Context: an optimization exercise on an open-source flow, tuned for small area and a short achievable clock period. The choices shown serve that exercise and are no tape-out recipe. Where RTL was checked, it was by simulation tests only, not by an equivalence proof against the original. For run 1, only the layout was checked, not whether the RTL still works. Power is estimated from default activity; no workload was simulated.

<file path="flow/run.sh">
#!/bin/bash
# synth_recipe.tcl (not shown) runs the flow's synth.tcl, then flattens the netlist and writes it again
# the make line also repeats each setting of config.mk as NAME=value (left out here)
make -C /OpenROAD-flow-scripts/flow DESIGN_CONFIG=/design/flow/config.mk WORK_HOME=/design/flow/orfs CLKGATE_MAP_FILE= SYNTH_SCRIPT=/design/flow/synth_recipe.tcl finish
</file>
<file path="flow/config.mk">
export PLATFORM = sky130hd
export DESIGN_NAME = spi_ram
export DESIGN_NICKNAME = spi_ram
export VERILOG_FILES = /design/flow/design.v
export SDC_FILE = /design/flow/constraint.sdc
export NUM_CORES = 4
export LEC_CHECK = 0
export CAP_MARGIN = 20
export CORE_MARGIN = 2
export CORE_UTILIZATION = 40
export CTS_CLUSTER_DIAMETER = 100
export CTS_CLUSTER_SIZE = 30
export SETUP_SLACK_MARGIN = 2.2
export SLEW_MARGIN = 20
export SYNTH_HIERARCHICAL = 1
</file>
<file path="flow/constraint.sdc">
create_clock -name core_clock -period 4.4 [get_ports {clk}]
set_input_delay 0.8800 -clock core_clock [delete_from_list [all_inputs] [get_ports {clk}]]
set_output_delay 0.8800 -clock core_clock [all_outputs]
set_load 0.01 [all_outputs]
</file>
<file path="flow/design.v">
module spi_ram_andor8 (
   input  logic [7:0] d,
   input  logic [7:0] s,
   output logic       y
);
   assign y = |(d & s);
endmodule
module spi_ram_nor2 (
   input  logic [1:0] a,
   output logic       y
);
   assign y = ~|a;
endmodule
module spi_ram_nand4 (
   input  logic [3:0] a,
   output logic       y
);
   assign y = ~&a;
endmodule
module spi_ram_or8 (
   input  logic [7:0] a,
   output logic       y
);
   logic [3:0] n;
   for (genvar i = 0; i < 4; i++) begin : g_n
      spi_ram_nor2 u_n (.a(a[2*i +: 2]), .y(n[i]));
   end
   spi_ram_nand4 u_y (.a(n), .y(y));
endmodule
module spi_ram_dec4n (
   input  logic [3:0]  a,
   output logic [15:0] y
);
   assign y = ~(16'd1 << a);
endmodule
module spi_ram #(
   parameter int MEM_DEPTH = 256,
   parameter int ADDR_SIZE = 8,
   parameter int AUTO_INC  = 1
) (
   input  logic       clk,
   input  logic       rst_n,
   input  logic [9:0] rx_data,
   input  logic       rx_valid,
   output logic [7:0] tx_data,
   output logic       tx_valid,
   output logic       err,
   output logic [7:0] err_count
);
   logic [7:0] mem [256];
   logic [7:0] rd_part [4];
   logic        rx_prev;
   logic [7:0]  wr_addr;
   logic [7:0]  rd_addr;
   logic [7:0]  rd_lo;       
   logic [7:0]  rd_mid;      
   logic        wr_ok;
   logic        rd_ok;
   logic [15:0] wr_row_n;
   logic [7:0]  wr_data;
   logic        rd_byp;
   logic        accept;
   logic [1:0]  cmd;
   logic        do_write;
   logic        do_read;
   logic        reject;
   logic        rd_load;
   logic        wr_pend;
   logic [15:0] wr_col_n;
   logic [255:0] wr_en;
   logic [63:0] rsel;
   assign accept   = rst_n & rx_valid & ~rx_prev;
   assign cmd      = rx_data[9:8];
   assign do_write = accept & (cmd == 2'b01) & wr_ok;
   assign do_read  = accept & (cmd == 2'b11) & rd_ok;
   assign reject   = accept & cmd[0] & ~(cmd[1] ? rd_ok : wr_ok);
   assign rd_load  = accept & (cmd == 2'b10);
   assign wr_pend  = ~&wr_row_n;
   spi_ram_dec4n u_col (.a(wr_addr[3:0]), .y(wr_col_n));
   for (genvar i = 0; i < 256; i++) begin : g_we
      spi_ram_nor2 u_we (.a({wr_row_n[i/16], wr_col_n[i%16]}), .y(wr_en[i]));
   end
   always_ff @(posedge clk) begin
      for (int i = 0; i < 256; i++)
         if (wr_en[i]) mem[i] <= wr_data;
   end
   always_comb begin
      for (int j = 0; j < 8; j++)
         for (int k = 0; k < 8; k++)
            rsel[j*8+k] = rd_mid[j] & rd_lo[k];
   end
   for (genvar q = 0; q < 4; q++) begin : g_q
      for (genvar b = 0; b < 8; b++) begin : g_b
         logic [7:0] part;
         for (genvar j = 0; j < 8; j++) begin : g_j
            logic [7:0] d;
            for (genvar k = 0; k < 8; k++) begin : g_k
               assign d[k] = mem[q*64 + j*8 + k][b];
            end
            spi_ram_andor8 u_ao (.d(d), .s(rsel[j*8 +: 8]), .y(part[j]));
         end
         logic y;
         spi_ram_or8 u_or (.a(part), .y(y));
         always_ff @(posedge clk) rd_part[q][b] <= y;
      end
   end
   always_ff @(posedge clk) begin
      if (accept && cmd == 2'b01) wr_data <= rx_data[7:0];
      rd_byp <= wr_pend && wr_addr == rd_addr;
   end
   always_ff @(posedge clk) begin
      if (!rst_n) begin
         wr_row_n  <= 16'hFFFF;
         rx_prev   <= 1'b0;
         tx_data   <= 8'h00;
         tx_valid  <= 1'b0;
         err       <= 1'b0;
         err_count <= 8'h00;
         wr_addr   <= 8'h00;
         rd_addr   <= 8'h00;
         rd_lo     <= 8'h01;
         rd_mid    <= 8'h01;
         wr_ok     <= 1'b0;
         rd_ok     <= 1'b0;
      end else begin
         rx_prev <= rx_valid;
         wr_row_n <= do_write ? ~(16'd1 << wr_addr[7:4]) : 16'hFFFF;
         err     <= reject;
         if (reject && err_count != 8'hFF) err_count <= err_count + 8'd1;
         if (rd_load) begin
            rd_addr <= rx_data[7:0];
            rd_lo   <= 8'd1 << rx_data[2:0];
            rd_mid  <= 8'd1 << rx_data[5:3];
            rd_ok   <= 1'b1;
         end
         if (do_read) begin
            rd_addr <= rd_addr + 8'd1;
            rd_lo   <= {rd_lo[6:0], rd_lo[7]};
            if (rd_lo[7]) rd_mid <= {rd_mid[6:0], rd_mid[7]};
            tx_data <= rd_byp ? wr_data : rd_part[rd_addr[7:6]];
         end
         if (accept) tx_valid <= do_read;
         if (accept && cmd == 2'b00) begin
            wr_addr <= rx_data[7:0];
            wr_ok   <= 1'b1;
         end
         if (wr_pend) wr_addr <= wr_addr + 8'd1;
      end
   end
endmodule
</file>
==> flow_metrics.env, run 1 <==
export IMPL_die_w_um=444
export IMPL_yosys_warnings=9
export IMPL_clock_sinks=2158
export IMPL_ir_worst_vdd_mv=0.296
export IMPL_gp_congestion=0.870
export IMPL_clock_power_share_pct=30.0
export IMPL_ant_nets=0
export IMPL_p_seq_share_pct=69.0
export IMPL_cts_tree="yes"
export IMPL_finalSetupViolations=0
export IMPL_grt_pass1_vias=40712
export IMPL_final_hold_viol_count=0
export IMPL_place_hpwl_um=129000
export IMPL_worstMarginPinSlew_ps=1270
export IMPL_synth_enable_flop_cells=2056
export IMPL_combPwrFrac_pct=1.0
export IMPL_synth_simple_gate_area_share_pct=6.01
export IMPL_switchingPower_uw=6220
export IMPL_antenna_found_initial=4
export IMPL_wl_per_cell_um=29.9
export IMPL_setup_tns_ps=0
export IMPL_htreeDepth=3
export IMPL_max_freq_mhz=438
export IMPL_rsz0062_at_grt="true"
export IMPL_synth_top_family_by_area="compound AO/OA/AOI/OAI gates"
export IMPL_cts_buffer_depth=3
export IMPL_clkTransAtPathRegs_ps=110
export IMPL_vias_per_cell=6.13
export IMPL_grt_ovfl_total=0
export IMPL_clk_latency_ps=740
export IMPL_synth_compound_area_share_pct=10.6
export IMPL_maxCapViolCount=0
export IMPL_drt_wl_total_um=211000
export IMPL_stdcell_area_um2=86200
export IMPL_grt_usage_pct=20.9
export IMPL_postSynthNetCount=4263
export IMPL_min_path_type="register to register"
export IMPL_grt_pass1_wl_um=299000
export IMPL_grt_max_degree=174
export IMPL_min_period_over_period_pct=51.9
export IMPL_ys_flop_type="edfxtp_1"
export IMPL_critPathRequiredTime_ps=4770
export IMPL_syn_avg_cell_area_um2=18.2
export IMPL_numCtsBuffers=83
export IMPL_drc=0
export IMPL_drt_initial_drc_count=5453
export IMPL_synthToLayoutAreaGrowth_pct=11.6
export IMPL_muxShareOfSynthArea_pct=0.460
export IMPL_yosysSeqAreaShare_pct=82.5
export IMPL_swShare_pct=19.3
export IMPL_critical_path_endpoint_type="register"
export IMPL_slew_viol_final=0
export IMPL_p_int_uw=26000
export IMPL_ys_types=63
export IMPL_synth_cells=4247
export IMPL_start_util_pct=40.2
export IMPL_async_flop_share_pct=0
export IMPL_cp_max_fo=22
export IMPL_rows=161
export IMPL_core_um2=192000
export IMPL_via_count=43165
export IMPL_nets=4488
export IMPL_startpoint_type="register"
export IMPL_period_needed_ps=2280
export IMPL_dr_pass1_iters=7
export IMPL_die_area_um2=197000
export IMPL_drive_above_1_share_pct=14.9
export IMPL_power_leakage_uw=0.0249
export IMPL_root_buffer="clkbuf_16"
export IMPL_ios=31
export IMPL_numPortBuffers=30
export IMPL_fin_skew_ps=36.0
export IMPL_syn_area_um2=77300
export IMPL_synth_xor_area_share_pct=0.102
export IMPL_synthAdderAreaFrac_pct=0.0486
export IMPL_relSlewSlack_pct=15.5
export IMPL_fp_dieH_um=444
export IMPL_worstPathArrival_ps=2660
export IMPL_dpl_cell_area_um2=81700
export IMPL_postSynthRegisterBits=2158
export IMPL_power_density_nw_per_um2=374
export IMPL_setup_worst_path_class="register to register"
export IMPL_status="complete, no violations"
==> final cells by class <==
| class | count | area (um^2) |
|---|---|---|
| fill | 16352 | 106000 |
| sequential | 2158 | 63900 |
| multi-input combinational | 2047 | 15100 |
| tap | 2526 | 3160 |
| clock buffer | 119 | 2300 |
| timing repair buffer | 177 | 1700 |
| clock inverter | 6 | 78.8 |
| inverter | 5 | 18.8 |
| antenna | 3 | 7.51 |
==> per-module statistics from Yosys (local to each module, per instance), excerpt <==
module | flip-flops and latches | area (um^2) | copies in the design
spi_ram | 2158 | 66200 | 1
spi_ram_andor8 | 0 | 36.3 | 256
spi_ram_dec4n | 0 | 186 | 1
spi_ram_nand4 | 0 | 6.26 | 32
spi_ram_nor2 | 0 | 3.75 | 384
==> worst max-delay path: stages, from the launching register on <==
cell	delay (ps)
dfxtp_2	610
nand4bb_4	380
buf_4	460
nor2_2	460
==> through the flow <==
| step | util [%] | power, uW | setup slack (ps) | hold WS (ps) | cells |
|---|---|---|---|---|---|
| floorplan | - | 22900 | 337 | 432 | 4247 |
| global placement | 42.5 | 23000 | 1140 | 490 | 6886 |
| detailed placement | 42.5 | 23000 | 1130 | 487 | 6886 |
| CTS | 44.4 | 32400 | 1990 | 504 | 7024 |
| global route | 44.8 | 33000 | 2100 | 517 | 7039 |
| finish | 44.8 | 32200 | 2120 | 506 | 7041 |
==> power by group through the flow <==
stage          clock (uW)  sequential (uW)  combinational, uW
2_1_floorplan           0            22700                111
3_3_place_gp            0            22700                300
3_5_place_dp            0            22700                306
4_1_cts              9820            22200                321
5_1_grt             10500            22200                343
6_report             9670            22200                329
==> path summary, 6_finish.rpt <==
kind | startpoint | end | slack, ps | cells past startpoint
worst max-delay path | wr_addr[2] | mem[236][3] | 2120 | 3
worst min-delay path | tx_valid | tx_valid | 510 | 2
worst max register to register | wr_addr[2] | mem[236][3] | 2120 | 3
worst min register to register | tx_valid | tx_valid | 510 | 2
==> synth_stat cells (13+ instances only) <==
master,count,area (um^2)
a21oi_1,24,120
o21ai_0,18,90.1
edfxtp_1,2056,61700
dfxtp_1,102,2040
nand4_1,304,1900
nand3_1,20,100
mux2i_1,13,130
and2_1,67,419
nand2_1,42,158
nor2_1,403,1510
a22oi_1,1030,7730
clkbuf_1,27,101
==> timing repair <==
action                                   CTS  global route
cloned                                     0             1
endpoints found under the setup margin  2073           979
hold buffers                               0             0
gates resized for setup                  504           196
setup buffers                             13            13
pin swaps                                 18            42
==> registers in the layout, summed over array words and instances, names as in the netlist <==
| name | cells |
|---|---|
| rx_prev | 1 |
| err | 1 |
| rd_ok | 1 |
| rd_part | 32 |
| wr_row_n | 16 |
| wr_ok | 1 |
| tx_valid | 1 |
| err_count | 8 |
| rd_lo | 8 |
| rd_byp | 1 |
| tx_data | 8 |
| rd_mid | 8 |
| rd_addr | 8 |
| wr_addr | 8 |
| wr_data | 8 |
| mem | 2048 |
==> layer usage <==
layer | routed length [um] | track usage, % | vias to the layer above
li1 | - | - | 18358
met5 | 0 | 0 | -
met4 | 6980 | 6.16 | 0
met3 | 19000 | 3.46 | 251
met2 | 97500 | 32.5 | 1951
met1 | 87000 | 30.3 | 22605
==> kinds of logic after synthesis <==
kind of cell | after synthesis
buf+inv | 42
mux | 25
xor+xnor | 9
fa+ha+maj | 3
flops | 2158
compound gates | 1105
simple gates | 905
==> cell usage in the layout, fill, tap and decap left out, types with 6 or more instances in the layout <==
master           count
a21oi_1             24
nand4_1            304
dfxtp_2             10
nor2_1             110
clkbuf_1            31
buf_12              24
edfxtp_1          2056
and2_4              23
buf_4              113
a22oi_2             22
dfxtp_4             31
a22oi_1           1008
nand3_1             20
nor2_2             147
xnor2_1              8
nand4b_1             7
a311oi_1             8
or3_1                6
and2_1              39
dfxtp_1             61
nand2_1             42
nor2_4             146
clkdlybuf4s50_1      8
buf_6               13
nor3_1               6
buf_2               12
mux2i_1             13
o21ai_0             18
clkbuf_16           87
mux4_2               8
==> run 2: changes to the inputs <==
--- a/flow/design.v
+++ b/flow/design.v
@@ -69,2 +69,3 @@
    logic [15:0] wr_col_n;
+   logic [15:0] wr_col_d;
    logic [255:0] wr_en;
@@ -78,3 +79,3 @@
    assign wr_pend  = ~&wr_row_n;
-   spi_ram_dec4n u_col (.a(wr_addr[3:0]), .y(wr_col_n));
+   spi_ram_dec4n u_col (.a(wr_addr[3:0]), .y(wr_col_d));
    for (genvar i = 0; i < 256; i++) begin : g_we
@@ -108,2 +109,3 @@
       if (accept && cmd == 2'b01) wr_data <= rx_data[7:0];
+      wr_col_n <= wr_col_d;
       rd_byp <= wr_pend && wr_addr == rd_addr;
--- a/flow/config.mk
+++ b/flow/config.mk
@@ -9,3 +9,3 @@
 export CORE_MARGIN = 2
-export CORE_UTILIZATION = 40
+export CORE_UTILIZATION = 60
 export CTS_CLUSTER_DIAMETER = 100
==> run 2 against run 1 <==
Area after synthesis increased by 0.26%. Highest routed layer is now met5. Non-clock buffer count decreased by 51. Register-to-register slack got worse by 30 ps. Largest power group unchanged. Routed wire length increased by 2.9%. First-iteration DRC count increased by 15%. Flip-flop and latch count increased by 16. Synthesized cell count increased by 0.21%. Largest cell class unchanged. Sequential power about the same.
==> flow_metrics.env, run 2 <==
export IMPL_yosys_warnings=9
export IMPL_numCtsBuffers=82
export IMPL_critical_path_endpoint_type="register"
export IMPL_power_leakage_uw=0.0246
export IMPL_finalSetupViolations=0
export IMPL_synth_cells=4256
export IMPL_fp_dieH_um=363
export IMPL_power_density_nw_per_um2=386
export IMPL_synth_xor_area_share_pct=0.158
export IMPL_muxShareOfSynthArea_pct=0.362
export IMPL_synth_common_cells="edfxtp_1 (2,056), a22oi_1 (1,029), nor2_1 (417)"
export IMPL_min_path_type="register to register"
export IMPL_yosysMostFrequentCell="edfxtp_1"
export IMPL_setup_worst_path_class="register to register"
export IMPL_drt_initial_drc_count=6288
export IMPL_rsz0062_at_grt="true"
export IMPL_vias_per_cell=7.05
export IMPL_synth_simple_gate_area_share_pct=5.92
export IMPL_setup_tns_ps=0
export IMPL_max_freq_mhz=432
export IMPL_ir_worst_vdd_mv=0.329
export IMPL_drt_wl_total_um=217000
export IMPL_largest_reg_flops=2048
export IMPL_largest_register="mem"
export IMPL_clk_latency_ps=740
export IMPL_status="complete, no violations"
export IMPL_synthAdderAreaFrac_pct=0.0484
export IMPL_cts_buffer_depth=3
export IMPL_numPortBuffers=30
export IMPL_grt_pass1_vias=40151
export IMPL_drc=0
export IMPL_start_util_pct=60.6
export IMPL_fin_hold_ws_ps=483
export IMPL_cts_tree="yes"
export IMPL_drive_above_1_share_pct=9.52
export IMPL_via_count=43550
export IMPL_startpoint_type="register"
export IMPL_period_needed_ps=2310
export IMPL_postSynthNetCount=4272
export IMPL_synth_top_family_by_area="compound AO/OA/AOI/OAI gates"
export IMPL_slew_viol_final=0
export IMPL_synth_top_area_share_pct=79.7
export IMPL_final_common_cell="edfxtp_1"
export IMPL_min_period_over_period_pct=52.6
export IMPL_antenna_found_initial=19
export IMPL_async_flop_share_pct=0
export IMPL_postSynthRegisterBits=2174
export IMPL_synth_enable_flop_cells=2056
export IMPL_die_area_um2=132000
export IMPL_grt_usage_pct=32.5
export IMPL_worstPathArrival_ps=2900
export IMPL_gp_congestion=0.909
export IMPL_worstMarginPinSlew_ps=1160
export IMPL_syn_avg_cell_area_um2=18.2
export IMPL_wl_per_cell_um=35.1
export IMPL_syn_area_um2=77500
export IMPL_fin_skew_ps=39.0
export IMPL_htreeDepth=3
export IMPL_grt_max_degree=177
export IMPL_place_hpwl_um=133000
export IMPL_critPathRequiredTime_ps=4990
export IMPL_ys_types=55
export IMPL_dr_pass1_iters=6
export IMPL_fillers=8792
export IMPL_root_buffer="clkbuf_16"
export IMPL_rows=131
export IMPL_clock_sinks=2174
export IMPL_yosysSeqAreaShare_pct=82.7
export IMPL_maxCapViolCount=0
export IMPL_mostFrequentLayoutCells="edfxtp_1 (2,056), a22oi_1 (1,012), nor2_1 (329)"
export IMPL_yosysTopAreaCell="edfxtp_1"
export IMPL_ios=31
export IMPL_grt_ovfl_total=0
export IMPL_synth_compound_area_share_pct=10.6
export IMPL_synthTopCellsByArea="edfxtp_1 (80%), a22oi_1 (10%), dfxtp_1 (3.0%), nand4_1 (2.4%), nor2_1 (2.0%)"
export IMPL_largest_registers="mem x2048, rd_part x32"
export IMPL_final_hold_viol_count=0
export IMPL_die_w_um=363
export IMPL_clkTransAtPathRegs_ps=110
export IMPL_synthToLayoutAreaGrowth_pct=8.13
export IMPL_relSlewSlack_pct=23.0
export IMPL_ys_flop_type="edfxtp_1"
export IMPL_ant_nets=0
export IMPL_nets=4456
export IMPL_core_um2=128000
export IMPL_grt_pass1_wl_um=301000
export IMPL_cp_max_fo=32
-- run 2: Yosys stat by module, one instance, submodules excluded, excerpt --
module | area, um^2 | times used
spi_ram_dec4n | 186 | 1
spi_ram | 66400 | 1
spi_ram_andor8 | 36.3 | 256
spi_ram_nor2 | 3.75 | 384
spi_ram_nand4 | 6.26 | 32
-- run 2: routing by layer --
metal,wire (um),up-vias,global-route usage [%]
li1,-,18268,-
met1,86200,22663,48.3
met2,101000,2302,50.2
met3,21600,311,5.25
met4,7890,6,10.4
met5,37,-,0
-- run 2: cell families (layout without fill, tap and decap cells) --
family,after synthesis,count (layout)
flip-flops,2174,2174
AO/OA/AOI/OAI,1109,1109
AND/OR/NAND/NOR,902,906
buffers and inverters,36,283
multiplexers,18,18
XOR/XNOR,14,14
adder cells (fa/ha/maj),3,3
other,0,9
-- run 2: repair_timing --
item,CTS,global route
endpoints found under the setup margin,66,55
endpoints found under the hold margin,0,0
resized for setup,306,59
cloned,1,3
hold buffers,0,0
buffers inserted,5,4
pin swaps,19,32
-- run 2: report_power, final --
part           switching (uW)  internal (uW)
logic                     216           75.6
registers                48.6          22400
clock network            5940           3730
-- run 2: final timing paths --
path,startpoint,to,slack [ps],cells after the start
min,err_count[2],err_count[2],480,1
max,rd_mid[2],rd_part[3][1],2090,6
min reg2reg,err_count[2],err_count[2],480,1
max reg2reg,rd_mid[2],rd_part[3][1],2090,6
-- run 2: per-stage QoR --
| step | setup slack [ps] | cells | total power [uW] | util [%] | instance area (um^2) |
|---|---|---|---|---|---|
| floorplan | 337 | 4256 | 23000 | - | 77500 |
| global placement | 1210 | 6004 | 23200 | 63.0 | 80600 |
| detailed placement | 1220 | 6005 | 23200 | 63.0 | 80600 |
| CTS | 2190 | 6162 | 32400 | 65.3 | 83500 |
| global route | 2100 | 6172 | 33100 | 65.5 | 83800 |
| finish | 2090 | 6178 | 32400 | 65.5 | 83800 |
-- run 2: worst max-delay path, cell delays in order (launching register included) --
cell and delay [ps]:
dfxtp_1 470, and2_1 270, buf_4 270, a22oi_1 340, nand4_1 320, nor2_2 330, nand4_1 130
-- run 2: final cells by class --
cell class              count  area (um^2)  area share (%)
flip-flops and latches   2174        64200            76.6
diodes                      9         22.5          0.0269
well taps                1662         2080            2.48
clock buffers             147         2360            2.82
clock inverters             4         37.5          0.0448
repair buffers            126         1120            1.33
multi-input cells        2050        14000            16.7
inverters                   6         22.5          0.0269
==> run 3: changes to the inputs <==
--- a/flow/design.v
+++ b/flow/design.v
@@ -34,2 +34,13 @@
    assign y = ~(16'd1 << a);
+endmodule
+module spi_ram_rsel (
+   input  logic [7:0]  lo,
+   input  logic [7:0]  mid,
+   output logic [63:0] s
+);
+   always_comb begin
+      for (int j = 0; j < 8; j++)
+         for (int k = 0; k < 8; k++)
+            s[j*8+k] = mid[j] & lo[k];
+   end
 endmodule
@@ -71,3 +82,3 @@
    logic [255:0] wr_en;
-   logic [63:0] rsel;
+   logic [63:0] rsel [2];
    assign accept   = rst_n & rx_valid & ~rx_prev;
@@ -87,6 +98,4 @@
    end
-   always_comb begin
-      for (int j = 0; j < 8; j++)
-         for (int k = 0; k < 8; k++)
-            rsel[j*8+k] = rd_mid[j] & rd_lo[k];
+   for (genvar h = 0; h < 2; h++) begin : g_sel
+      spi_ram_rsel u_sel (.lo(rd_lo), .mid(rd_mid), .s(rsel[h]));
    end
@@ -100,3 +109,3 @@
             end
-            spi_ram_andor8 u_ao (.d(d), .s(rsel[j*8 +: 8]), .y(part[j]));
+            spi_ram_andor8 u_ao (.d(d), .s(rsel[q/2][j*8 +: 8]), .y(part[j]));
          end
--- a/flow/config.mk
+++ b/flow/config.mk
@@ -9,3 +9,3 @@
 export CORE_MARGIN = 2
-export CORE_UTILIZATION = 60
+export CORE_UTILIZATION = 65
 export CTS_CLUSTER_DIAMETER = 100
==> run 3 against run 2 <==
Worst hold slack better by 13 ps. Critical path depth stayed put. Non-clock buffer count decreased by 44. Area after synthesis increased by 0.69%. Synthesized cell count grew 1.9%. Global-route usage fell by 0.16 points. Clock skew decreased by 10 ps. Flip-flop and latch count unchanged. Sequential share of layout area increased by 0.25 points. Register-to-register slack better by 60 ps. Sequential power hardly changed. Fmax rose by 2.5%.
==> flow_metrics.env, run 3 <==
export IMPL_crit_top_cell="nand4_1"
export IMPL_nets=4478
export IMPL_startpoint_type="register"
export IMPL_worstPathArrival_ps=2840
export IMPL_slowest_stage="dfxtp_2"
export IMPL_postSynthRegisterBits=2174
export IMPL_die_w_um=350
export IMPL_htreeDepth=3
export IMPL_rows=127
export IMPL_synth_enable_flop_cells=2056
export IMPL_yosysMostFrequentCell="edfxtp_1"
export IMPL_grt_ovfl_total=0
export IMPL_place_inst=5981
export IMPL_ys_flop_type="edfxtp_1"
export IMPL_slowest_delay_ps=500
export IMPL_ios=31
export IMPL_setup_worst_path_class="register to register"
export IMPL_grt_pass1_wl_um=284000
export IMPL_min_period_over_period_pct=51.3
export IMPL_wl_per_cell_um=32.5
export IMPL_die_area_um2=123000
export IMPL_yosysTopAreaCell="edfxtp_1"
export IMPL_power_leakage_uw=0.0245
export IMPL_mostFrequentLayoutCells="edfxtp_1 (2,056), a22oi_1 (1,025), nor2_1 (356)"
export IMPL_status="complete, no violations"
export IMPL_synth_cells=4336
export IMPL_dr_pass1_iters=6
export IMPL_synth_top_area_share_pct=79.1
export IMPL_grt_usage_pct=32.4
export IMPL_via_count=43122
export IMPL_finalPower_uw=32300
export IMPL_muxShareOfSynthArea_pct=0.386
export IMPL_synth_compound_area_share_pct=10.5
export IMPL_cts_hold_buf=0
export IMPL_worstMarginPinSlew_ps=1220
export IMPL_async_flop_share_pct=0
export IMPL_power_density_nw_per_um2=386
export IMPL_clk_latency_ps=720
export IMPL_ant_nets=0
export IMPL_synthTopCellsByArea="edfxtp_1 (79%), a22oi_1 (9.9%), dfxtp_1 (3.0%), nand4_1 (2.4%), nor2_1 (2.0%)"
export IMPL_vias_per_cell=7.05
export IMPL_maxCapViolCount=0
export IMPL_gp_congestion=0.908
export IMPL_ys_types=58
export IMPL_place_hpwl_um=122000
export IMPL_root_buffer="clkbuf_16"
export IMPL_synth_xor_area_share_pct=0.101
export IMPL_relSlewSlack_pct=18.8
export IMPL_grt_pass1_vias=40643
export IMPL_antenna_found_initial=18
export IMPL_core_um2=119000
export IMPL_syn_avg_cell_area_um2=18.0
export IMPL_critical_path_endpoint_type="register"
export IMPL_instances_no_fill=6117
export IMPL_fin_skew_ps=29.0
export IMPL_numPortBuffers=30
export IMPL_worstPathCellList="buf_4 -> and2_4 -> a22oi_1 -> nand4_1 -> nor2_1 -> nand4_1"
export IMPL_final_hold_viol_count=0
export IMPL_finalSetupViolations=0
export IMPL_setup_tns_ps=0
export IMPL_rr_worst_depth=6
export IMPL_period_needed_ps=2260
export IMPL_drt_wl_total_um=199000
export IMPL_syn_area_um2=78000
export IMPL_rsz0062_at_grt="true"
export IMPL_largest_reg_flops=2048
export IMPL_synthToLayoutAreaGrowth_pct=7.06
export IMPL_min_delay_path_depth=1
export IMPL_drc=0
export IMPL_synth_top_family_by_area="compound AO/OA/AOI/OAI gates"
export IMPL_ir_worst_vdd_mv=0.438
export IMPL_max_freq_mhz=443
export IMPL_drt_initial_drc_count=5776
export IMPL_synthAdderAreaFrac_pct=0.0481
export IMPL_clock_sinks=2174
export IMPL_largest_registers="mem x2048, rd_part x32"
export IMPL_largest_register="mem"
export IMPL_yosysSeqAreaShare_pct=82.1
export IMPL_critPathRequiredTime_ps=4990
export IMPL_grt_max_degree=194
export IMPL_min_path_type="register to register"
export IMPL_drive_above_1_share_pct=8.47
export IMPL_synth_common_cells="edfxtp_1 (2,056), a22oi_1 (1,027), nor2_1 (406)"
export IMPL_start_util_pct=65.3
export IMPL_slew_viol_final=0
export IMPL_cts_tree="yes"
export IMPL_fp_dieH_um=350
export IMPL_numCtsBuffers=82
export IMPL_synth_simple_gate_area_share_pct=6.53
export IMPL_yosys_warnings=13
export IMPL_final_common_cell="edfxtp_1"
export IMPL_clkTransAtPathRegs_ps=120
export IMPL_cp_max_fo=16
export IMPL_postSynthNetCount=4352
export IMPL_cts_buffer_depth=3
run 3: changes by cell type after synthesis, moves of 5 or more:
cell      before  now
a21oi_1       35   22
a311oi_1       5   11
a31oi_1        1    7
and2_1        70  130
clkbuf_1      20   30
nand2_1       34   40
nand3_1       19   38
nor2_1       417  406
nor3_1        12    7
run 3: cell type report:
class	count	area, um^2
well taps	1612	2020
repair buffers	82	772
clock buffers	120	2340
inverters	5	18.8
multi-input cells	2117	14100
flip-flops and latches	2174	64200
fillers	7717	35900
diodes	5	12.5
clock inverters	2	20.0
run 3: critical path, delay by kind of cell, from the launching register on:
kind,cells,cell delay (ps)
and+or+nand+nor,4,1030
AOI/OAI and AO/OA,1,260
buffers and inverters,1,310
DFF,1,500
run 3: final timing paths:
path,from,endpoint,slack [ps]
setup / recovery,rd_lo[7],rd_part[3][7],2140
hold / removal,err_count[7],err_count[7],500
setup reg to reg,rd_lo[7],rd_part[3][7],2140
hold reg to reg,err_count[7],err_count[7],500
run 3: power by group:
group	internal [uW]	switching, uW
sequential	22300	54.7
clock	3760	5820
combinational	73.0	214
run 3: Yosys stat by module (local to each module, per instance), a selection:
module,cells,flops+latches
spi_ram_andor8,5,0
spi_ram_nor2,1,0
spi_ram_dec4n,20,0
spi_ram_rsel,64,0
spi_ram_nand4,1,0
spi_ram,2492,2174
run 3: metal layers:
| layer | global-route usage, % | up-vias | part of all wire (%) |
|---|---|---|---|
| li1 | - | 18409 | - |
| met1 | 46.3 | 22140 | 38 |
| met2 | 50.7 | 2231 | 48 |
| met3 | 5.62 | 324 | 9.7 |
| met4 | 12.4 | 18 | 4.0 |
| met5 | 0 | - | 0.059 |
run 3: through the flow:
step / setup slack [ps] / hold WS (ps) / cell area (um^2) / util (%)
CTS: 2140 / 497 / 83400 / 69.8
floorplan: 337 / 451 / 78000 / -
global route: 2140 / 521 / 83500 / 69.9
global placement: 1190 / 481 / 80600 / 67.5
detailed placement: 1150 / 490 / 80600 / 67.5
finish: 2140 / 497 / 83500 / 69.9
run 3: cell families (layout without fill, tap and decap cells):
kind of cell,count (synthesis),count (layout)
flops,2174,2174
compound gates,1104,1104
simple gates,981,981
buf+inv,45,209
mux,20,20
xor+xnor,9,9
fa+ha+maj,3,3
other cells,0,5
run 3: timing repair:
item | in CTS | in global routing
hold endpoints to repair | 0 | 0
endpoints found under the setup margin | 99 | 59
pin swaps | 12 | 6
resized for setup | 289 | 50
buffers inserted | 5 | 3
==> run 4: changes to the inputs <==
--- a/flow/design.v
+++ b/flow/design.v
@@ -64,3 +64,3 @@
    logic [7:0]  wr_addr;
-   logic [7:0]  rd_addr;
+   logic [1:0]  rd_hi;       
    logic [7:0]  rd_lo;       
@@ -119,3 +119,3 @@
       wr_col_n <= wr_col_d;
-      rd_byp <= wr_pend && wr_addr == rd_addr;
+      rd_byp <= wr_pend && wr_addr[7:6] == rd_hi && rd_mid[wr_addr[5:3]] && rd_lo[wr_addr[2:0]];
    end
@@ -130,3 +130,3 @@
          wr_addr   <= 8'h00;
-         rd_addr   <= 8'h00;
+         rd_hi     <= 2'd0;
          rd_lo     <= 8'h01;
@@ -141,3 +141,3 @@
          if (rd_load) begin
-            rd_addr <= rx_data[7:0];
+            rd_hi   <= rx_data[7:6];
             rd_lo   <= 8'd1 << rx_data[2:0];
@@ -147,6 +147,6 @@
          if (do_read) begin
-            rd_addr <= rd_addr + 8'd1;
+            if (rd_mid[7] && rd_lo[7]) rd_hi <= rd_hi + 2'd1;
             rd_lo   <= {rd_lo[6:0], rd_lo[7]};
             if (rd_lo[7]) rd_mid <= {rd_mid[6:0], rd_mid[7]};
-            tx_data <= rd_byp ? wr_data : rd_part[rd_addr[7:6]];
+            tx_data <= rd_byp ? wr_data : rd_part[rd_hi];
          end
--- a/flow/config.mk
+++ b/flow/config.mk
@@ -12,3 +12,3 @@
 export CTS_CLUSTER_SIZE = 30
-export SETUP_SLACK_MARGIN = 2.2
+export SETUP_SLACK_MARGIN = 2.3
 export SLEW_MARGIN = 20
==> run 4 against run 3 <==
Routed wire length shrank 0.25%. Synthesized cell count shrank 0.48%. Flip-flop and latch count shrank 6. Clock-buffer cell count shrank 3. Clock skew shrank 3.4 ps. Clock power shrank 1%. Still clean.
==> flow_metrics.env, run 4 <==
export IMPL_r2r_start="rd_mid[1]"
export IMPL_drt_initial_drc_count=5961
export IMPL_fin_skew_ps=25.5
export IMPL_grt_ovfl_total=0
export IMPL_cts_tree="yes"
export IMPL_place_ws_ps=962
export IMPL_stdcell_area_um2=83700
export IMPL_grt_pass1_wl_um=282000
export IMPL_clkTransAtPathRegs_ps=120
export IMPL_place_hpwl_um=120000
export IMPL_min_delay_path_depth=2
export IMPL_synth_simple_gate_area_share_pct=6.46
export IMPL_async_flop_share_pct=0
export IMPL_final_common_cell="edfxtp_1"
export IMPL_place_inst=5947
export IMPL_setup_slack_ps=2240
export IMPL_setup_worst_path_class="register to output pin"
export IMPL_relSlewSlack_pct=21.7
export IMPL_hold_end="wr_ok"
export IMPL_dr_pass1_iters=6
export IMPL_rr_worst_depth=5
export IMPL_core_um2=118000
export IMPL_power_density_nw_per_um2=384
export IMPL_die_area_um2=122000
export IMPL_worstPathCellList="buf_6"
export IMPL_clk_latency_ps=720
export IMPL_status="complete, no violations"
export IMPL_slowest_stage="dfxtp_4"
export IMPL_synth_common_cells="edfxtp_1 (2,056), a22oi_1 (1,024), nor2_1 (408)"
export IMPL_vias_per_cell=7.08
export IMPL_synthTopCellsByArea="edfxtp_1 (79%), a22oi_1 (9.9%), dfxtp_1 (2.9%), nand4_1 (2.4%), nor2_1 (2.0%)"
export IMPL_min_path_type="register to register"
export IMPL_htreeDepth=3
export IMPL_wl_per_cell_um=32.6
export IMPL_start_util_pct=65.7
export IMPL_dpl_cell_area_um2=80300
export IMPL_ys_types=57
export IMPL_synth_enable_flop_cells=2056
export IMPL_drt_wl_total_um=198000
export IMPL_yosysSeqAreaShare_pct=82.3
export IMPL_crit_family="flip-flops"
export IMPL_rows=126
export IMPL_max_freq_mhz=464
export IMPL_startpoint_type="register"
export IMPL_syn_area_um2=77700
export IMPL_die_w_um=350
export IMPL_min_period_over_period_pct=49.0
export IMPL_grt_max_degree=207
export IMPL_root_buffer="clkbuf_16"
export IMPL_synthAdderAreaFrac_pct=0.0966
export IMPL_critical_path_endpoint_type="output pin"
export IMPL_drc=0
export IMPL_cts_buffer_depth=3
export IMPL_synthToLayoutAreaGrowth_pct=7.63
export IMPL_gp_congestion=0.903
export IMPL_period_needed_ps=2160
export IMPL_critPathRequiredTime_ps=3520
export IMPL_final_util_pct=70.7
export IMPL_synth_top_family_by_area="compound AO/OA/AOI/OAI gates"
export IMPL_fillers=7506
export IMPL_setup_tns_ps=0
export IMPL_rrSetupSlack_ps=2270
export IMPL_yosys_warnings=13
export IMPL_final_hold_viol_count=0
export IMPL_fp_dieH_um=350
export IMPL_ant_nets=0
export IMPL_synth_xor_area_share_pct=0.0338
export IMPL_largest_register="mem"
export IMPL_synth_cells=4315
export IMPL_antenna_found_initial=12
export IMPL_via_count=43075
export IMPL_power_leakage_uw=0.0245
export IMPL_yosysMostFrequentCell="edfxtp_1"
export IMPL_r2r_end="rd_part[3][7]"
export IMPL_mostFrequentLayoutCells="edfxtp_1 (2,056), a22oi_1 (1,001), nor2_1 (321)"
export IMPL_min_from="wr_ok"
export IMPL_clock_sinks=2168
export IMPL_grt_pass1_vias=39979
export IMPL_numPortBuffers=30
export IMPL_synth_compound_area_share_pct=10.7
export IMPL_numCtsBuffers=82
export IMPL_slew_viol_final=0
export IMPL_ios=31
export IMPL_drive_above_1_share_pct=10.2
export IMPL_syn_avg_cell_area_um2=18.0
export IMPL_ir_worst_vdd_mv=0.373
export IMPL_grt_usage_pct=32.4
export IMPL_rsz0062_at_grt="true"
export IMPL_yosysTopAreaCell="edfxtp_1"
export IMPL_postSynthNetCount=4334
export IMPL_finalSetupViolations=0
export IMPL_worst_path_buf_inv=1
export IMPL_muxShareOfSynthArea_pct=0.227
export IMPL_synth_top_area_share_pct=79.4
export IMPL_largest_reg_flops=2048
export IMPL_maxCapViolCount=0
export IMPL_slowest_delay_ps=430
export IMPL_instances_no_fill=6087
export IMPL_postSynthRegisterBits=2168
export IMPL_ys_flop_type="edfxtp_1"
export IMPL_worstPathArrival_ps=1280
export IMPL_cp_max_fo=2
export IMPL_worstMarginPinSlew_ps=1170
export IMPL_largest_registers="mem x2048, rd_part x32"
export IMPL_nets=4463
[run 4: worst max path at each step]
| stage | slack, ps | cells after the start | start | endpoint |
|---|---|---|---|---|
| final | 2240 | 1 | tx_data[6] | tx_data[6] |
| after global routing | 2210 | 1 | tx_data[3] | tx_data[3] |
| after CTS | 2210 | 1 | tx_data[4] | tx_data[4] |
| after detailed placement | 960 | 5 | rst_n | rd_mid[4] |
| after global placement | 1010 | 5 | rst_n | rd_mid[4] |
| after floorplan | 340 | 0 | wr_data[0] | mem[0][0] |
[run 4: timing repair]
action	4_1_cts	5_1_grt
pin swaps	13	14
cloned	0	0
gates resized for setup	399	85
hold buffers	0	0
buffers inserted	8	5
setup endpoints to repair	110	246
endpoints found under the hold margin	0	0
[run 4: report_power, final]
group          switching [uW]  internal, uW
Sequential               59.4         22300
Clock                    5790          3680
Combinational             213          70.6
Total                    6060         26000
[run 4: stage by stage]
stage	power [uW]	hold slack [ps]
after floorplan	22900	450
final	32100	522
after detailed placement	23100	493
after global routing	32900	540
after CTS	32200	517
after global placement	23100	473
[run 4: cell type report]
cell class              count  area (um^2)  area share, %
diodes                      8         20.0         0.0239
clock buffers             117         2290           2.74
clock inverters             2         38.8         0.0464
inverters                   8         30.0         0.0359
multi-input cells        2106        14400           17.2
flip-flops and latches   2168        64100           76.6
well taps                1600         2000           2.39
repair buffers             78          812          0.970
[run 4: per-module statistics from Yosys, one instance, submodules excluded, excerpt]
module	cell area (um^2)	cells inside
spi_ram_dec4n	186	20
spi_ram_rsel	400	64
spi_ram_andor8	36.3	5
spi_ram	65800	2471
spi_ram_nand4	6.26	1
spi_ram_nor2	3.75	1
[run 4: kinds of logic after synthesis]
logic type | count (synthesis)
DFF | 2168
xor gates and xnor gates | 3
buffers and inverters | 41
AOI/OAI and AO/OA | 1109
muxes | 15
and+or+nand+nor | 973
adders and majority gates | 6
[run 4: metal layers]
layer | global-route usage (%) | wire length, um | up-vias
li1 | - | - | 18344
met1 | 49.9 | 80700 | 22277
met2 | 48.5 | 91000 | 2166
met3 | 5.78 | 20600 | 284
met4 | 9.14 | 6040 | 4
met5 | 0 | 25 | -
==> run 5: changes to the inputs <==
--- a/flow/config.mk
+++ b/flow/config.mk
@@ -12,3 +12,3 @@
 export CTS_CLUSTER_SIZE = 30
-export SETUP_SLACK_MARGIN = 2.3
+export SETUP_SLACK_MARGIN = 2.4
 export SLEW_MARGIN = 20
==> run 5 against run 4 <==
Die area unchanged. Clock skew decreased by 2.2 ps. Non-clock buffer count increased by 18. Highest routed layer unchanged. Routed wire length decreased by 1.1%.
==> flow_metrics.env, run 5 <==
export IMPL_cts_buffer_depth=3
export IMPL_largest_register="mem"
export IMPL_start_util_pct=65.7
export IMPL_ys_flop_type="edfxtp_1"
export IMPL_numPortBuffers=30
export IMPL_htreeDepth=3
export IMPL_fillers=7391
export IMPL_rows=126
export IMPL_grt_usage_pct=32.2
export IMPL_slowest_stage="dfxtp_4"
export IMPL_crit_family="flip-flops"
export IMPL_largest_reg_flops=2048
export IMPL_largest_registers="mem x2048, rd_part x32"
export IMPL_final_common_cell="edfxtp_1"
export IMPL_final_hold_viol_count=0
export IMPL_cp_max_fo=2
export IMPL_grt_max_degree=210
export IMPL_numCtsBuffers=82
export IMPL_ys_types=57
export IMPL_rsz0062_at_grt="true"
export IMPL_grt_ovfl_total=0
export IMPL_clock_sinks=2168
export IMPL_worstPathCellList="buf_6"
export IMPL_yosys_warnings=13
export IMPL_postSynthNetCount=4334
export IMPL_yosysMostFrequentCell="edfxtp_1"
export IMPL_die_area_um2=122000
export IMPL_vias_per_cell=7.02
export IMPL_gp_congestion=0.931
export IMPL_power_density_nw_per_um2=381
export IMPL_worstPathArrival_ps=1280
export IMPL_clk_latency_ps=710
export IMPL_cts_hold_buf=0
export IMPL_critical_path_endpoint_type="output pin"
export IMPL_synthToLayoutAreaGrowth_pct=8.26
export IMPL_synthTopCellsByArea="edfxtp_1 (79%), a22oi_1 (9.9%), dfxtp_1 (2.9%), nand4_1 (2.4%), nor2_1 (2.0%)"
export IMPL_drc=0
export IMPL_min_path_type="primary input to register"
export IMPL_setup_tns_ps=0
export IMPL_mostFrequentLayoutCells="edfxtp_1 (2,056), a22oi_1 (978), nor2_1 (306)"
export IMPL_grt_pass1_vias=40282
export IMPL_slew_viol_final=0
export IMPL_ant_nets=0
export IMPL_ios=31
export IMPL_postSynthRegisterBits=2168
export IMPL_core_um2=118000
export IMPL_die_w_um=350
export IMPL_min_period_over_period_pct=49.1
export IMPL_wl_per_cell_um=32.1
export IMPL_fin_skew_ps=23.4
export IMPL_power_leakage_uw=0.0247
export IMPL_synth_enable_flop_cells=2056
export IMPL_syn_avg_cell_area_um2=18.0
export IMPL_setup_slack_ps=2240
export IMPL_startpoint_type="register"
export IMPL_syn_area_um2=77700
export IMPL_relSlewSlack_pct=24.4
export IMPL_via_count=42857
export IMPL_place_ws_ps=914
export IMPL_place_hpwl_um=121000
export IMPL_yosysSeqAreaShare_pct=82.3
export IMPL_drive_above_1_share_pct=11.5
export IMPL_async_flop_share_pct=0
export IMPL_status="complete, no violations"
export IMPL_ir_worst_vdd_mv=0.457
export IMPL_setup_worst_path_class="register to output pin"
export IMPL_nets=4482
export IMPL_finalSetupViolations=0
export IMPL_drt_initial_drc_count=6032
export IMPL_worstMarginPinSlew_ps=1130
export IMPL_yosysTopAreaCell="edfxtp_1"
export IMPL_antenna_found_initial=9
export IMPL_maxCapViolCount=0
export IMPL_slowest_delay_ps=450
export IMPL_clkTransAtPathRegs_ps=120
export IMPL_synth_common_cells="edfxtp_1 (2,056), a22oi_1 (1,024), nor2_1 (408)"
export IMPL_critPathRequiredTime_ps=3520
export IMPL_cts_tree="yes"
export IMPL_drt_wl_total_um=196000
export IMPL_worst_path_buf_inv=1
export IMPL_max_freq_mhz=463
export IMPL_synth_cells=4315
export IMPL_synth_top_area_share_pct=79.4
export IMPL_fp_dieH_um=350
export IMPL_grt_pass1_wl_um=282000
export IMPL_root_buffer="clkbuf_16"
export IMPL_period_needed_ps=2160
export IMPL_dr_pass1_iters=7
==> run 5: cell count changes in the layout (fill, tap and decap cells not counted), moves of 4 or more <==
cell	delta
nor2_4	+20
buf_4	+15
dfxtp_2	-4
nor2_1	-15
dfxtp_4	+5
and2_4	+18
a22oi_1	-23
and2_2	-17
a22oi_2	+23
nor2_2	-5
==> run 5: cells by family (layout without fill, tap and decap cells) <==
family	Yosys count	in the layout	synth area share, %
AOI/OAI and AO/OA	1109	1109	10.7
xor gates and xnor gates	3	3	0.0338
adders and majority gates	6	6	0.0966
buffers and inverters	41	224	0.219
DFF	2168	2168	82.3
muxes	15	15	0.227
other	0	7	0
and+or+nand+nor	973	974	6.46
==> run 5: power breakdown <==
group,switching (uW),leakage [uW],internal [uW]
combinational,207,0.00421,73.8
clock,5770,0.00112,3690
sequential,63.6,0.0194,22300
total,6040,0.0247,26000
==> run 5: final cells by class <==
class	count	area, um^2	share of cell area, %
inverter	8	30.0	0.0357
multi-input combinational	2107	14700	17.4
clock inverter	2	38.8	0.0461
tap	1600	2000	2.38
clock buffer	118	2290	2.73
sequential	2168	64100	76.2
timing repair buffer	96	988	1.17
antenna	7	17.5	0.0208
==> run 5: per-module statistics from Yosys (local to each module, per instance), a selection <==
| module | flip-flops and latches | area, um^2 | cells inside |
|---|---|---|---|
| spi_ram | 2168 | 65800 | 2471 |
| spi_ram_dec4n | 0 | 186 | 20 |
| spi_ram_nor2 | 0 | 3.75 | 1 |
| spi_ram_nand4 | 0 | 6.26 | 1 |
| spi_ram_andor8 | 0 | 36.3 | 5 |
| spi_ram_rsel | 0 | 400 | 64 |
==> run 5: final timing paths <==
check	start	to	slack [ps]	cells past startpoint
worst min register to register	wr_ok	wr_ok	500	2
worst max-delay path	tx_data[6]	tx_data[6]	2240	1
worst max register to register	rd_lo[4]	rd_part[3][0]	2380	6
worst min-delay path	rx_valid	rx_prev	490	3
==> run 5: routing by layer <==
| layer | vias up | track usage [%] | part of all wire [%] | routed length, um |
|---|---|---|---|---|
| li1 | 18385 | - | - | - |
| met1 | 21946 | 49.2 | 41 | 79600 |
| met2 | 2234 | 48.0 | 46 | 89900 |
| met3 | 288 | 6.01 | 10 | 20300 |
| met4 | 4 | 10.0 | 3.3 | 6430 |
| met5 | - | 0 | 0.012 | 23 |
==> run 5: per-stage QoR <==
step           power (uW)  std cells  util [%]  cell area (um^2)  hold slack, ps
5_1_grt             32800       6101      71.1             84100             472
6_report            32100       6106      71.1             84200             489
3_3_place_gp        23100       5955      67.9             80400             471
4_1_cts             32200       6090      70.7             83700             504
2_1_floorplan       22900       4315         -             77800             450
3_5_place_dp        23100       5956      67.9             80400             480
==> run 5: timing repair <==
action | in CTS | in global routing
setup endpoints to repair | 153 | 130
endpoints found under the hold margin | 0 | 0
gates resized for setup | 456 | 118
pin swaps | 32 | 49
setup buffers | 14 | 8
gates cloned | 0 | 1
==> run 6: changes to the inputs <==
--- a/flow/config.mk
+++ b/flow/config.mk
@@ -10,2 +10,3 @@
 export CORE_UTILIZATION = 65
+export CTS_BUF_LIST = sky130_fd_sc_hd__clkbuf_8 sky130_fd_sc_hd__clkbuf_16
 export CTS_CLUSTER_DIAMETER = 100
==> run 6 against run 5 <==
Core utilization is essentially flat. Sequential power about the same. Register-to-register slack barely moved. Sequential share of layout area is essentially flat. Design area barely moved. Critical endpoint is now tx_data[5]. Largest cell class unchanged. Largest power group unchanged.
==> flow_metrics.env, run 6 <==
export IMPL_maxCapViolCount=0
export IMPL_synth_compound_area_share_pct=10.7
export IMPL_htreeDepth=3
export IMPL_ios=31
export IMPL_worstPathArrival_ps=1280
export IMPL_drt_initial_drc_count=5949
export IMPL_postSynthRegisterBits=2168
export IMPL_yosysTopAreaCell="edfxtp_1"
export IMPL_slew_viol_final=0
export IMPL_max_freq_mhz=462
export IMPL_dr_pass1_iters=6
export IMPL_slowest_delay_ps=440
export IMPL_finalSetupViolations=0
export IMPL_start_util_pct=65.7
export IMPL_cp_max_fo=2
export IMPL_synth_cells=4315
export IMPL_critical_path_endpoint_type="output pin"
export IMPL_synth_enable_flop_cells=2056
export IMPL_gp_congestion=0.931
export IMPL_rows=126
export IMPL_grt_max_degree=210
export IMPL_regArea_um2=64100
export IMPL_grt_ovfl_total=0
export IMPL_slowest_stage="dfxtp_4"
export IMPL_critPathRequiredTime_ps=3520
export IMPL_grt_pass1_vias=40282
export IMPL_fp_dieH_um=350
export IMPL_fin_skew_ps=22.2
export IMPL_status="complete, no violations"
export IMPL_cts_hold_buf=0
export IMPL_vias_per_cell=7.04
export IMPL_fillers=7387
export IMPL_largest_register="mem"
export IMPL_worstMarginPinSlew_ps=1160
export IMPL_async_flop_share_pct=0
export IMPL_worstPathCellList="buf_6"
export IMPL_synthAdderAreaFrac_pct=0.0966
export IMPL_ys_flop_type="edfxtp_1"
export IMPL_synth_xor_area_share_pct=0.0338
export IMPL_nets=4482
export IMPL_setup_worst_path_class="register to output pin"
export IMPL_syn_area_um2=77700
export IMPL_core_um2=118000
export IMPL_syn_avg_cell_area_um2=18.0
export IMPL_cts_tree="yes"
export IMPL_postSynthNetCount=4334
export IMPL_synth_common_cells="edfxtp_1 (2,056), a22oi_1 (1,024), nor2_1 (408)"
export IMPL_power_leakage_uw=0.0249
export IMPL_die_area_um2=122000
export IMPL_min_path_type="primary input to register"
export IMPL_synthToLayoutAreaGrowth_pct=8.24
export IMPL_clock_sinks=2168
export IMPL_via_count=42949
export IMPL_ant_nets=0
export IMPL_clkTransAtPathRegs_ps=110
export IMPL_place_hpwl_um=121000
export IMPL_yosysMostFrequentCell="edfxtp_1"
export IMPL_antenna_found_initial=9
export IMPL_numCtsBuffers=82
export IMPL_power_density_nw_per_um2=380
export IMPL_synth_top_family_by_area="compound AO/OA/AOI/OAI gates"
export IMPL_die_w_um=350
export IMPL_synthTopCellsByArea="edfxtp_1 (79%), a22oi_1 (9.9%), dfxtp_1 (2.9%), nand4_1 (2.4%), nor2_1 (2.0%)"
export IMPL_clk_latency_ps=710
export IMPL_largest_reg_flops=2048
export IMPL_mostFrequentLayoutCells="edfxtp_1 (2,056), a22oi_1 (979), nor2_1 (306)"
export IMPL_crit_family="flip-flops"
export IMPL_synth_top_area_share_pct=79.4
export IMPL_multiInputGateArea_um2=14600
export IMPL_yosysSeqAreaShare_pct=82.3
export IMPL_min_period_over_period_pct=49.2
export IMPL_wl_per_cell_um=32.2
export IMPL_setup_tns_ps=0
export IMPL_drc=0
export IMPL_final_hold_viol_count=0
export IMPL_drive_above_1_share_pct=11.5
export IMPL_grt_pass1_wl_um=282000
export IMPL_finalPower_uw=32000
export IMPL_largest_registers="mem x2048, rd_part x32"
export IMPL_rsz0062_at_grt="true"
export IMPL_ys_types=57
export IMPL_numPortBuffers=30
export IMPL_worst_path_buf_inv=1
export IMPL_startpoint_type="register"
export IMPL_root_buffer="clkbuf_16"
export IMPL_final_common_cell="edfxtp_1"
export IMPL_drt_wl_total_um=196000
export IMPL_muxShareOfSynthArea_pct=0.227
export IMPL_synth_simple_gate_area_share_pct=6.46
export IMPL_relSlewSlack_pct=22.5
export IMPL_ir_worst_vdd_mv=0.458
export IMPL_cts_buffer_depth=3
export IMPL_grt_usage_pct=32.2
export IMPL_fin_hold_ws_ps=488
export IMPL_yosys_warnings=13
export IMPL_period_needed_ps=2160
==> run 6: final timing paths <==
path	startpoint	endpoint	slack, ps	cells after the start
setup reg to reg	rd_lo[1]	rd_part[0][7]	2370	6
hold / removal	rx_valid	rx_prev	490	3
setup / recovery	tx_data[5]	tx_data[5]	2240	1
hold reg to reg	rd_ok	rd_ok	510	2
==> run 6: where the power goes <==
group          internal, uW  switching [uW]  total (uW)  leakage (uW)
combinational          73.9             207         280       0.00421
sequential            22300            63.9       22300        0.0194
clock                  3620            5770        9380       0.00125
==> run 6: timing repair <==
action | CTS | global route
endpoints found under the hold margin | 0 | 0
buffers inserted | 14 | 8
setup endpoints to repair | 153 | 130
pin swaps | 33 | 48
gates resized for setup | 456 | 116
cloned | 0 | 1
==> run 6: through the flow <==
step / area (um^2) / std cells / setup WS [ps] / util, %
after floorplan: 77800 / 4315 / 337 / -
after global placement: 80400 / 5955 / 971 / 67.9
after detailed placement: 80400 / 5956 / 914 / 67.9
after CTS: 83700 / 6090 / 2220 / 70.7
after global routing: 84100 / 6101 / 2190 / 71.1
final: 84100 / 6104 / 2240 / 71.1
==> run 6: Yosys stat by module (local to each module, per instance), excerpt <==
module,flops+latches,cells
spi_ram,2168,2471
spi_ram_nor2,0,1
spi_ram_rsel,0,64
spi_ram_dec4n,0,20
spi_ram_andor8,0,5
spi_ram_nand4,0,1
==> run 6: final cells by class <==
cell class | count | share of cell area, %
well taps | 1600 | 2.38
repair buffers | 96 | 1.17
diodes | 5 | 0.0149
clock buffers | 87 | 2.59
inverters | 8 | 0.0357
multi-input cells | 2107 | 17.4
clock inverters | 33 | 0.184
flip-flops and latches | 2168 | 76.2
==> run 6: logic make-up (layout without fill, tap and decap cells) <==
logic type / Yosys count / in the layout
AO/OA/AOI/OAI: 1109 / 1109
other: 0 / 5
adder cells (fa/ha/maj): 6 / 6
buffers and inverters: 41 / 224
multiplexers: 15 / 15
AND/OR/NAND/NOR: 973 / 974
XOR/XNOR: 3 / 3
flip-flops: 2168 / 2168
==> run 6: worst reg2reg max path, cell delays in order (launching register included) <==
cell and delay (ps):
dfxtp_4 460, buf_6 210, and2_4 260, a22oi_2 240, nand4_1 290, nor2_2 290, nand4_1 140
==> run 6: per-layer routing <==
layer	track usage (%)	wire length, um
met3	6.01	20500
met2	48.0	89500
met5	0	23
met1	49.2	79600
met4	10.0	6620
==> run 7: changes to the inputs <==
==> flow/flow/run.sh (new file) <==
#!/bin/bash
# The standard layout (standard.sh, synthesis through finish, final DEF in
# out/), changed in one way only: the buffer that buffer_ports puts on every
# input and output port is a plain sky130_fd_sc_hd__buf_4 instead of the delay
# cell it picks by default, which the footprint-matched repair cannot resize.
# make's full output goes to make_finish.log; ORFS keeps each step's log under
# orfs/logs/.
set -euo pipefail
bash standard.sh "BUFFER_PORTS_ARGS=-buffer_cell sky130_fd_sc_hd__buf_4" finish > make_finish.log 2>&1
==> flow/standard.sh (new file) <==
#!/bin/bash
# synth_recipe.tcl (not shown) runs the flow's synth.tcl, then flattens the netlist and writes it again
# the make line also repeats each setting of config.mk as NAME=value (left out here)
make -C /OpenROAD-flow-scripts/flow DESIGN_CONFIG=/design/flow/config.mk WORK_HOME=/design/flow/orfs CLKGATE_MAP_FILE= SYNTH_SCRIPT=/design/flow/synth_recipe.tcl "${@:-finish}"
removed: flow/run.sh
==> run 7 against run 6 <==
Global-route usage grew 0.64 points. Clock-buffer cell count shrank 2. Cell count increased by 0.16%. Design area shrank 0.27%. Non-clock buffer count is 21 lower. Sequential share of layout area grew 0.21 points. Register-to-register slack is essentially flat. Fmax is essentially flat. Core utilization shrank 0.19 points. Synthesized cell count unchanged. Largest cell class unchanged. Still clean. Critical endpoint unchanged. Power is 0.18% higher. Area after synthesis did not move.
==> flow_metrics.env, run 7 <==
export IMPL_min_from="rx_data[2]"
export IMPL_fillers=7439
export IMPL_syn_area_um2=77700
export IMPL_stdcell_area_um2=83900
export IMPL_async_flop_share_pct=0
export IMPL_combPwrFrac_pct=0.9
export IMPL_power_density_nw_per_um2=382
export IMPL_cts_tree="yes"
export IMPL_yosys_warnings=13
export IMPL_min_period_over_period_pct=49.2
export IMPL_slew_viol_final=0
export IMPL_worstPathCellList="buf_6"
export IMPL_wl_per_cell_um=32.9
export IMPL_nets=4465
export IMPL_place_hpwl_um=123000
export IMPL_htreeDepth=3
export IMPL_synthTopCellsByArea="edfxtp_1 (79%), a22oi_1 (9.9%), dfxtp_1 (2.9%), nand4_1 (2.4%), nor2_1 (2.0%)"
export IMPL_setup_worst_path_class="register to output pin"
export IMPL_synth_enable_flop_cells=2056
export IMPL_status="complete, no violations"
export IMPL_mostFrequentLayoutCells="edfxtp_1 (2,056), a22oi_1 (1,006), nor2_1 (311)"
export IMPL_critPathRequiredTime_ps=3520
export IMPL_rr_worst_depth=6
export IMPL_clkTransAtPathRegs_ps=110
export IMPL_grt_ovfl_total=0
export IMPL_multiInputGateArea_um2=14500
export IMPL_rsz0062_at_grt="true"
export IMPL_drive_above_1_share_pct=10.8
export IMPL_min_path_type="primary input to register"
export IMPL_syn_avg_cell_area_um2=18.0
export IMPL_vias_per_cell=7.07
export IMPL_regArea_um2=64100
export IMPL_crit_family="flip-flops"
export IMPL_start_util_pct=65.7
export IMPL_antenna_found_initial=11
export IMPL_switchingPower_uw=6130
export IMPL_synth_top_area_share_pct=79.4
export IMPL_core_um2=118000
export IMPL_die_w_um=350
export IMPL_rrSetupSlack_ps=2360
export IMPL_p_int_uw=25900
export IMPL_grt_pass1_wl_um=285000
export IMPL_place_inst=5946
export IMPL_drt_wl_total_um=201000
export IMPL_finalSetupViolations=0
export IMPL_fp_dieH_um=350
export IMPL_setup_tns_ps=0
export IMPL_die_area_um2=122000
export IMPL_ant_nets=0
export IMPL_grt_max_degree=206
export IMPL_rows=126
export IMPL_numPortBuffers=30
export IMPL_period_needed_ps=2160
export IMPL_r2r_end="rd_part[1][0]"
export IMPL_relSlewSlack_pct=22.1
export IMPL_grt_usage_pct=32.8
export IMPL_postSynthNetCount=4334
export IMPL_yosysTopAreaCell="edfxtp_1"
export IMPL_synthToLayoutAreaGrowth_pct=7.95
export IMPL_numCtsBuffers=82
export IMPL_final_util_pct=70.9
export IMPL_dr_pass1_iters=8
export IMPL_instances_no_fill=6114
export IMPL_clock_sinks=2168
export IMPL_cts_hold_buf=0
export IMPL_drc=0
export IMPL_worstPathArrival_ps=1280
export IMPL_ys_types=57
export IMPL_largest_reg_flops=2048
export IMPL_p_seq_share_pct=69.7
export IMPL_ios=31
export IMPL_fin_skew_ps=38.3
export IMPL_final_hold_viol_count=0
export IMPL_max_freq_mhz=462
export IMPL_final_common_cell="edfxtp_1"
export IMPL_critical_path_endpoint_type="output pin"
export IMPL_clock_power_share_pct=29.4
export IMPL_startpoint_type="register"
export IMPL_via_count=43200
export IMPL_fin_hold_ws_ps=410
export IMPL_gp_congestion=0.906
export IMPL_hold_end="wr_data[2]"
export IMPL_ys_flop_type="edfxtp_1"
export IMPL_synth_cells=4315
export IMPL_clk_latency_ps=730
export IMPL_yosysSeqAreaShare_pct=82.3
export IMPL_largest_register="mem"
export IMPL_postSynthRegisterBits=2168
export IMPL_min_delay_path_depth=1
export IMPL_root_buffer="clkbuf_16"
export IMPL_slowest_stage="dfxtp_4"
export IMPL_worst_path_buf_inv=1
export IMPL_maxCapViolCount=0
export IMPL_yosysMostFrequentCell="edfxtp_1"
export IMPL_drt_initial_drc_count=6144
export IMPL_cp_max_fo=2
export IMPL_slowest_delay_ps=440
export IMPL_swShare_pct=19.1
export IMPL_grt_pass1_vias=40029
export IMPL_largest_registers="mem x2048, rd_part x32"
export IMPL_r2r_start="rd_lo[3]"
export IMPL_dpl_cell_area_um2=80300
export IMPL_synth_common_cells="edfxtp_1 (2,056), a22oi_1 (1,024), nor2_1 (408)"
export IMPL_ir_worst_vdd_mv=0.430
export IMPL_cts_buffer_depth=3
export IMPL_power_leakage_uw=0.0249
export IMPL_worstMarginPinSlew_ps=1170
==> run 7: Yosys stat by module, one instance, submodules excluded, a selection <==
module          copies in the design  cells
spi_ram                            1   2471
spi_ram_andor8                   256      5
spi_ram_dec4n                      1     20
spi_ram_nand4                     32      1
spi_ram_nor2                     384      1
spi_ram_rsel                       2     64
==> run 7: repair_timing <==
action | CTS | global route
resized for setup | 388 | 106
pin swaps | 27 | 23
setup endpoints to repair | 224 | 147
setup buffers | 11 | 0
cloned | 0 | 5
==> run 7: worst max-delay path by stage <==
stage                     cells past startpoint        from             to  slack (ps)
after floorplan                               0  wr_data[0]      mem[0][0]         340
after global placement                        5   rd_mid[3]  rd_part[0][5]        1470
after detailed placement                      5   rd_mid[3]  rd_part[0][5]        1450
after CTS                                     1  tx_data[6]     tx_data[6]        2210
after global routing                          1  tx_data[2]     tx_data[2]        2200
final                                         1  tx_data[5]     tx_data[5]        2240
==> run 7: through the flow <==
stage	worst slack [ps]	power, uW
after floorplan	337	22900
after global placement	1470	23100
after detailed placement	1450	23100
after CTS	2210	32200
after global routing	2200	32800
final	2240	32100
==> run 7: layout make-up <==
cell class / count / share of cell area (%)
tap: 1600 / 2.39
multi-input combinational: 2111 / 17.2
clock buffer: 85 / 2.53
clock inverter: 63 / 0.325
inverter: 8 / 0.0358
sequential: 2168 / 76.4
timing repair buffer: 75 / 1.04
antenna: 4 / 0.0119
==> run 7: metal layers <==
metal / vias to the layer above / track usage [%] / wire length, um
met4: 12 / 9.59 / 6130
met3: 305 / 6.70 / 23000
met2: 2406 / 49.2 / 91500
met5: - / 0 / 71
li1: 18341 / - / -
met1: 22136 / 49.8 / 80500
==> run 7: cell families (layout without fill, tap and decap cells) <==
logic type	after synthesis	count (layout)	share of synthesized area, %
flip-flops	2168	2168	82.3
AO/OA/AOI/OAI	1109	1109	10.7
AND/OR/NAND/NOR	973	978	6.46
buffers and inverters	41	231	0.219
multiplexers	15	15	0.227
adder cells (fa/ha/maj)	6	6	0.0966
XOR/XNOR	3	3	0.0338
other	0	4	0
==> run 7: power by group through the flow <==
| stage | Sequential (uW) | Combinational, uW | Clock [uW] |
|---|---|---|---|
| after global routing | 22400 | 309 | 10200 |
| final | 22400 | 294 | 9430 |
| after global placement | 22800 | 265 | 0 |
| after floorplan | 22800 | 92.5 | 0 |
| after detailed placement | 22800 | 270 | 0 |
| after CTS | 22400 | 284 | 9540 |

-- port drivers added, routing unchanged --
The results above use ideal ports. As a check the final layouts listed here were re-extracted and re-timed, cells and wires unchanged.
Step 1 sets driving cells, clkbuf_16 on the clock port and buf_2 on the other inputs (assumed; they add their load-dependent delay and slew).
Step 2, shift: input delay + t, output delay - t, t = (earliest + latest rising clock arrival at the registers) / 2. This alone moves slack from input paths to output paths.
a / b / c = ideal / step 1 / step 2; a / b = the first two.
run | shift t [ns] | setup WS [ns] | worst setup path at the end | clock arrival spread, ns | worst slew at a driven data input, ns
run 1 | 0.804 | 2.117 / 2.117 / 1.594 | input to register | 0.039 / 0.040 | 0.06
run 2 | 0.801 | 2.088 / 2.088 / 1.343 | input to register | 0.042 / 0.041 | 0.16
run 3 | 0.780 | 2.144 / 2.144 / 1.437 | input to register | 0.031 / 0.031 | 0.22
run 4 | 0.787 | 2.245 / 2.164 / 1.491 | input to register | 0.029 / 0.028 | 0.14
run 5 | 0.778 | 2.239 / 2.161 / 1.600 | input to register | 0.025 / 0.024 | 0.16
run 6 | 0.782 | 2.237 / 2.159 / 1.648 | input to register | 0.024 / 0.023 | 0.16
run 7 | 0.780 | 2.237 / 2.167 / 1.719 | input to register | 0.039 / 0.040 | 0.16
After both steps setup and hold are still met in every run listed. The setup slack of run 4, which loses most, moves by -0.081 ns with the drivers and by -0.754 ns with both steps.
